This is an optimization exercise on Yosys and OpenROAD, whose aim is small area, not a production implementation. In this exercise RTL edits were held to simulation tests only and were not proved equivalent to the original. Power is estimated from default activity; no workload was simulated.

## JK
==> flow/design.v (excerpt) <==
module callout_timer_wheel (
	input  logic        clk,
	input  logic        arst_n,
	input  logic        s_axis_tvalid,
	output logic        s_axis_tready,
	input  logic [23:0] s_axis_tdata,   
	input  logic [1:0]  s_axis_tuser,   
	output logic        m_axis_tvalid,
	input  logic        m_axis_tready,
	output logic [39:0] m_axis_tdata,   
	output logic [1:0]  m_axis_tuser,   
	output logic        m_axis_tlast
);
Size in the first run: roughly 920 cells after synthesis, ~390 flip-flops, roughly 75 I/O pins, ~11,000 sq um of cells after synthesis.
Settings: LEC_CHECK=0, CAP_MARGIN=20, CORE_MARGIN=2, CORE_UTILIZATION=60, SLEW_MARGIN=20; clock period 5.0 ns.
standard.sh (not shown) runs the stock make flow with config.mk's settings and CLKGATE_MAP_FILE= SYNTH_SCRIPT=/design/flow/synth_recipe.tcl, a recipe that flattens the netlist after the stock synthesis.
==> flow/flow/run.sh <==
#!/bin/bash
# Layout with the standard flow (standard.sh), changing only how ports are
# buffered (the smallest buffer) and how the clock tree is built (larger sink
# clusters, no dummy loads). Each tool's output is in orfs/logs/; make's own
# output in flow.log.
set -euo pipefail
export BUFFER_PORTS_ARGS="-buffer_cell sky130_fd_sc_hd__buf_1"
export CTS_ARGS="-sink_clustering_enable -repair_clock_nets -dont_use_dummy_load -sink_clustering_size 32 -sink_clustering_max_diameter 100"
bash standard.sh finish > flow.log 2>&1
Here is what was changed in the inputs of MS compared with JK.
==> flow/run.sh (new file) <==
#!/bin/bash
# synth_recipe.tcl (not shown) runs the flow's synth.tcl, then flattens the netlist and writes it again
# the make line also repeats each setting of config.mk as NAME=value (left out here)
make -C /OpenROAD-flow-scripts/flow DESIGN_CONFIG=/design/flow/config.mk WORK_HOME=/design/flow/orfs CLKGATE_MAP_FILE= SYNTH_SCRIPT=/design/flow/synth_recipe.tcl finish
--- a/flow/config.mk
+++ b/flow/config.mk
@@ -9,3 +9,3 @@
 export CORE_MARGIN = 2
-export CORE_UTILIZATION = 60
+export CORE_UTILIZATION = 40
 export SLEW_MARGIN = 20
removed: flow/flow/run.sh
removed: flow/standard.sh
### Flow results
- Delta (MS minus JK): combined area of all synthesized cells ~0 delta; clock tree cell share of total cell area +5.2 points.
- In summary, MS completed successfully, with a layout that passed the timing, DRC and antenna checks.
- Cell with the largest stage delay on the worst path = sky130_fd_sc_hd__clkdlybuf4s50_1: MS; cell with the largest stage delay on the worst path = sky130_fd_sc_hd__dfrtp_1: JK
- From JK to MS the numbers moved as follows: die span in y higher, worst setup slack higher, full die area higher, total number of vias higher.
[inputs] AL vs MS
==> flow/flow/run.sh (new file) <==
#!/bin/bash
# Layout with the standard flow (standard.sh), changing only how ports are
# buffered (the smallest buffer) and how the clock tree is built (larger sink
# clusters, no dummy loads). Each tool's output is in orfs/logs/; make's own
# output in flow.log.
set -euo pipefail
export BUFFER_PORTS_ARGS="-buffer_cell sky130_fd_sc_hd__buf_1"
export CTS_ARGS="-sink_clustering_enable -repair_clock_nets -dont_use_dummy_load -sink_clustering_size 25 -sink_clustering_max_diameter 80"
bash standard.sh finish > flow.log 2>&1
==> flow/standard.sh (new file) <==
#!/bin/bash
# synth_recipe.tcl (not shown) runs the flow's synth.tcl, then flattens the netlist and writes it again
# the make line also repeats each setting of config.mk as NAME=value (left out here)
make -C /OpenROAD-flow-scripts/flow DESIGN_CONFIG=/design/flow/config.mk WORK_HOME=/design/flow/orfs CLKGATE_MAP_FILE= SYNTH_SCRIPT=/design/flow/synth_recipe.tcl "${@:-finish}"
--- a/flow/config.mk
+++ b/flow/config.mk
@@ -9,3 +9,3 @@
 export CORE_MARGIN = 2
-export CORE_UTILIZATION = 40
+export CORE_UTILIZATION = 60
 export SLEW_MARGIN = 20
removed: flow/run.sh
AL was carried through to the last stage, and its layout satisfied the timing, DRC and antenna checks.
There was hardly any difference in area occupied by multi-input gates between MS and AL.
In AL, the via count came out 63 below the value in MS.
AL vs MS: reg2reg setup slack up in AL
Here is what was changed in the inputs of TR compared with AL.
==> flow/flow/run.sh <==
#!/bin/bash
# Layout with the standard flow (standard.sh), changing only how ports are
# buffered (the smallest buffer) and how the clock tree is built (no dummy
# loads). Each tool's output is in orfs/logs/; make's own output in flow.log.
set -euo pipefail
export BUFFER_PORTS_ARGS="-buffer_cell sky130_fd_sc_hd__buf_1"
export CTS_ARGS="-sink_clustering_enable -repair_clock_nets -dont_use_dummy_load"
bash standard.sh finish > flow.log 2>&1
--- a/flow/config.mk
+++ b/flow/config.mk
@@ -9,3 +9,3 @@
 export CORE_MARGIN = 2
-export CORE_UTILIZATION = 60
+export CORE_UTILIZATION = 40
 export SLEW_MARGIN = 20
Notes after the runs:
- Comparing AL and TR, the higher part of the total power dissipated in the clock network is on TR.
- Looking at power across both flows, TR is the weaker of the two, with AL ahead.
- Against AL, routed wire length in TR rose by a few percent.
- TR vs AL: post-route worst setup slack up in TR
- Power density over the cells: AL and TR compared, higher one is TR
- Worst setup slack for register-to-register paths for TR: 0.02 ns down relative to AL
- The core of TR is less densely filled than that of AL.

[separate check: timing with driven ports]
The flow's constraints put no driver on any port. The routed layouts listed below were extracted and timed again, unchanged, in two steps. Step 1 sets driving cells, clkbuf_16 on the clock port and buf_2 on the other inputs (assumed; they add their load-dependent delay and slew). Step 2 also shifts input and output timing later by t, the mid clock arrival at the registers, as if the neighbouring blocks saw the same clock. Three values: ideal ports, drivers, drivers and shift; two values: the first two.
run | t, ns | slack for setup (ns) | worst data-port slew with drivers (ns) | cell pins on the clock port's net
JK | 0.523 | 0.353 / 0.309 / 0.792 | 0.07 | 1
MS | 0.556 | 0.546 / 0.500 / 0.264 | 0.07 | 1
AL | 0.542 | 0.381 / 0.337 / 0.728 | 0.06 | 1
TR | 0.542 | 0.391 / 0.346 / 0.725 | 0.07 | 1
After both steps setup and hold are still met in every run listed. The setup slack of MS, which loses most, moves by -0.046 ns with the drivers and by -0.282 ns with both steps.
